From an optimization exercise on the open Yosys and OpenROAD flow, aimed at small area, a short achievable clock period and few clock cycles; shortcuts taken in it are not production practice. Function was checked by simulation only, so behaviour that the tests miss may differ from the original. Power and IR drop assume default switching activity.

// accq_top
module accq_top (
  input  logic        clk_i,
  input  logic        rst_ni,
  input  logic        cmd_valid_i,
  input  logic [9:0]  cmd_i,
  output logic        cmd_ready_o,
  input  logic        psum_valid_i,
  input  logic [31:0] psum_i,
  output logic        psum_ready_o,
  input  logic        norm_valid_i,
  input  logic [12:0] norm_i,
  output logic        norm_ready_o,
  output logic        out_valid_o,
  output logic [63:0] out_o,
  input  logic        out_ready_i,
  output logic        busy_o
);
Size in the first run: about 130 I/O pins, about 24,000 um2 of cells after synthesis.
==> flow/config.mk <==
export PLATFORM = sky130hd
export DESIGN_NAME = accq_top
export DESIGN_NICKNAME = accq_top
export VERILOG_FILES = /design/flow/design.v
export SDC_FILE = /design/flow/constraint.sdc
export NUM_CORES = 4
export LEC_CHECK = 0
export ABC_AREA = 1
export CAP_MARGIN = 20
export CORE_MARGIN = 2
export CORE_UTILIZATION = 65
export SLEW_MARGIN = 20
==> flow/constraint.sdc <==
create_clock -name core_clock -period 10.0 [get_ports {clk_i}]
set_input_delay 2.0000 -clock core_clock [delete_from_list [all_inputs] [get_ports {clk_i}]]
set_output_delay 2.0000 -clock core_clock [all_outputs]
set_load 0.01 [all_outputs]
standard.sh (not shown) runs the stock make flow with config.mk's settings and CLKGATE_MAP_FILE= SYNTH_SCRIPT=/design/flow/synth_recipe.tcl, a recipe that flattens the netlist after the stock synthesis.
==> flow/flow/run.sh <==
#!/bin/bash
# Own flow: the standard layout (standard.sh, standard synthesis unchanged) with
#  - port buffers of buf_2 instead of the default delay buffer,
#  - a clock tree without dummy loads, built from clkbuf_8,
#  - a tighter setup repair target.
# make's own output goes to standard_flow.log; ORFS keeps each step's log under orfs/logs.
set -euo pipefail
bash standard.sh \
  "BUFFER_PORTS_ARGS=-buffer_cell sky130_fd_sc_hd__buf_2" \
  "CTS_ARGS=-sink_clustering_enable -repair_clock_nets -dont_use_dummy_load -buf_list sky130_fd_sc_hd__clkbuf_8 -sink_clustering_size 16 -sink_clustering_max_diameter 60" \
  "SETUP_SLACK_MARGIN=6.85" \
  finish > standard_flow.log 2>&1
Testbench counts at the start, summed over its fixed seeds: cycles 13,168.
==> next run, changes <==
--- a/flow/flow/run.sh
+++ b/flow/flow/run.sh
@@ -10,3 +10,3 @@
   "CTS_ARGS=-sink_clustering_enable -repair_clock_nets -dont_use_dummy_load -buf_list sky130_fd_sc_hd__clkbuf_8 -sink_clustering_size 16 -sink_clustering_max_diameter 60" \
-  "SETUP_SLACK_MARGIN=6.85" \
+  "SETUP_SLACK_MARGIN=6.6" \
   finish > standard_flow.log 2>&1
CORE_UTILIZATION = 60   (was 65)
Effect: Flip-flop and latch count does not change; core utilization goes down by 8.4 points; maximum frequency goes down by 1.5%; clock-buffer cell count stays the same; critical path depth goes up by 8; sequential power is about the same; global-route usage goes down by 3.8 points.
==> next run, changes <==
--- a/flow/flow/run.sh
+++ b/flow/flow/run.sh
@@ -10,3 +10,3 @@
   "CTS_ARGS=-sink_clustering_enable -repair_clock_nets -dont_use_dummy_load -buf_list sky130_fd_sc_hd__clkbuf_8 -sink_clustering_size 16 -sink_clustering_max_diameter 60" \
-  "SETUP_SLACK_MARGIN=6.6" \
+  "SETUP_SLACK_MARGIN=6.85" \
   finish > standard_flow.log 2>&1
PLACE_DENSITY = 0.75   (was default)
Outcome: Global-route usage is higher by 1.1 points. Cell area is higher by 4.3%. Critical path depth is lower by 8. Final cell count is higher by 2.7%. Hold slack degrades by 0.020 ns. Routed wire length is higher by 4.8%. Synthesized area stays the same. Combinational power is higher by 9.1%. Via count is higher by 3.9%. Sequential cell count is unchanged.

---

Another version of the RTL of accq_top (not shown whole).
For scale: about 2,800 cells after synthesis.
export LEC_CHECK = 0
export ABC_AREA = 1
export CAP_MARGIN = 20
export CORE_MARGIN = 2
export CORE_UTILIZATION = 60
export SLEW_MARGIN = 20
create_clock -name core_clock -period 10.0 [get_ports {clk_i}]
==> flow/flow/run.sh <==
#!/bin/bash
# Own flow: the standard layout (standard.sh, standard synthesis unchanged) with
#  - port buffers of buf_2 instead of the default delay buffer,
#  - a clock tree without dummy loads, built from clkbuf_8,
#  - a tighter setup repair target.
# make's own output goes to standard_flow.log; ORFS keeps each step's log under orfs/logs.
set -euo pipefail
bash standard.sh \
  "BUFFER_PORTS_ARGS=-buffer_cell sky130_fd_sc_hd__buf_2" \
  "CTS_ARGS=-sink_clustering_enable -repair_clock_nets -dont_use_dummy_load -buf_list sky130_fd_sc_hd__clkbuf_8" \
  "SETUP_SLACK_MARGIN=6.3" \
  finish > standard_flow.log 2>&1
Testbench counts at the start, summed over its fixed seeds: cycles 13,168.
Then changed:
--- a/flow/flow/run.sh
+++ b/flow/flow/run.sh
@@ -10,3 +10,3 @@
   "CTS_ARGS=-sink_clustering_enable -repair_clock_nets -dont_use_dummy_load -buf_list sky130_fd_sc_hd__clkbuf_8" \
-  "SETUP_SLACK_MARGIN=6.3" \
+  "SETUP_SLACK_MARGIN=6.6" \
   finish > standard_flow.log 2>&1
The new run ran to the end with no violations.
Die area is unchanged.
Global-route usage grows by 0.25 points.
Fmax grows by about 4%.
Combinational power grows by about 3%.
Setup slack improved by 0.13 ns.

---

the reference run:
accq_top again, from the RTL that the note above started with.
Settings: LEC_CHECK=0, ABC_AREA=1, CAP_MARGIN=20, CORE_MARGIN=2, CORE_UTILIZATION=60, SLEW_MARGIN=20; clock period 10.0 ns.
run.sh (not shown) runs the stock make flow with config.mk's settings and CLKGATE_MAP_FILE= SYNTH_SCRIPT=/design/flow/synth_recipe.tcl, a recipe that flattens the netlist after the stock synthesis.
Stock flow here: none of the scripts above is used.
Testbench counts of the reference run, summed over its fixed seeds: cycles 13,168.
Setup changes, the reference run to the trial run
==> flow/flow/run.sh (new file) <==
#!/bin/bash
# Own flow: the standard layout (standard.sh, standard synthesis unchanged) with
#  - port buffers of buf_2 instead of the default delay buffer,
#  - a clock tree without dummy loads, built from clkbuf_8,
#  - a tighter setup repair target.
# make's own output goes to standard_flow.log; ORFS keeps each step's log under orfs/logs.
set -euo pipefail
bash standard.sh \
  "BUFFER_PORTS_ARGS=-buffer_cell sky130_fd_sc_hd__buf_2" \
  "CTS_ARGS=-sink_clustering_enable -repair_clock_nets -dont_use_dummy_load -buf_list sky130_fd_sc_hd__clkbuf_8" \
  "SETUP_SLACK_MARGIN=6.9" \
  finish > standard_flow.log 2>&1
==> flow/standard.sh (new file) <==
#!/bin/bash
# synth_recipe.tcl (not shown) runs the flow's synth.tcl, then flattens the netlist and writes it again
# the make line also repeats each setting of config.mk as NAME=value (left out here)
make -C /OpenROAD-flow-scripts/flow DESIGN_CONFIG=/design/flow/config.mk WORK_HOME=/design/flow/orfs CLKGATE_MAP_FILE= SYNTH_SCRIPT=/design/flow/synth_recipe.tcl "${@:-finish}"
removed: flow/run.sh
Findings:
- The final layout from the reference run, which completed every stage, passed the timing, DRC and antenna checks at the end of the flow.
- The trial run reached the end of the flow, and the finished layout is clean on the timing, DRC and antenna checks.
- Sort the reference run and the trial run by required time reported for the critical path endpoint asc -> top: the trial run
- Measured against each other, the reference run and the trial run differ in fraction of the cycle the final worst path needs, the higher figure coming from the reference run.
- The reference run → the trial run: clock distribution power shows a reduction of 31%; wire length shows an increase of 8.5%; total power shows a reduction of 4.4%; path length in cells of the critical path shows a reduction of 9.
- For the trial run, the cell with the largest stage delay on the worst path was sky130_fd_sc_hd__edfxtp_1, unlike the reference run, where it was sky130_fd_sc_hd__clkinv_1.

[port drivers added, routing unchanged]
In the flow no input, the clock included, has a driving cell. The finished layouts below were timed again as built, in two steps. Step 1 sets driving cells, clkbuf_16 on the clock port and buf_2 on the other inputs (assumed; they add their load-dependent delay and slew). Step 2 moves the port delays by t, midway between the first and last clock arrival at a register: inputs arrive t later, outputs are due t later. That takes back most of the time a late clock gives input paths. a / b / c = ideal / step 1 / step 2; a / b = the first two.
| run | shift t [ns] | setup WS [ns] | worst setup path at the end | clock arrival spread, ns | pins driven straight from the clock port |
|---|---|---|---|---|---|
| the first run of note 1 | 0.655 | 6.753 / 6.701 / 6.376 | input to register | 0.068 / 0.068 | 1 |
| the second run of note 1 | 0.657 | 6.704 / 6.704 / 6.301 | input to register | 0.069 / 0.069 | 1 |
| the third run of note 1 | 0.652 | 6.803 / 6.750 / 6.363 | input to register | 0.082 / 0.082 | 1 |
| the first run of note 2 | 0.692 | 6.525 / 6.525 / 5.935 | input to register | 0.051 / 0.051 | 1 |
| the second run of note 2 | 0.682 | 6.656 / 6.673 / 6.003 | input to register | 0.079 / 0.078 | 1 |
| the reference run | 0.657 | 5.587 / 5.615 / 4.958 | input to register | 0.016 / 0.015 | 1 |
| the trial run | 0.691 | 6.781 / 6.724 / 6.345 | input to register | 0.053 / 0.053 | 1 |
After both steps setup and hold are still met in every run listed. For the second run of note 2, which loses most, drivers alone change the setup slack by +0.017 ns; drivers and shift together by -0.653 ns.
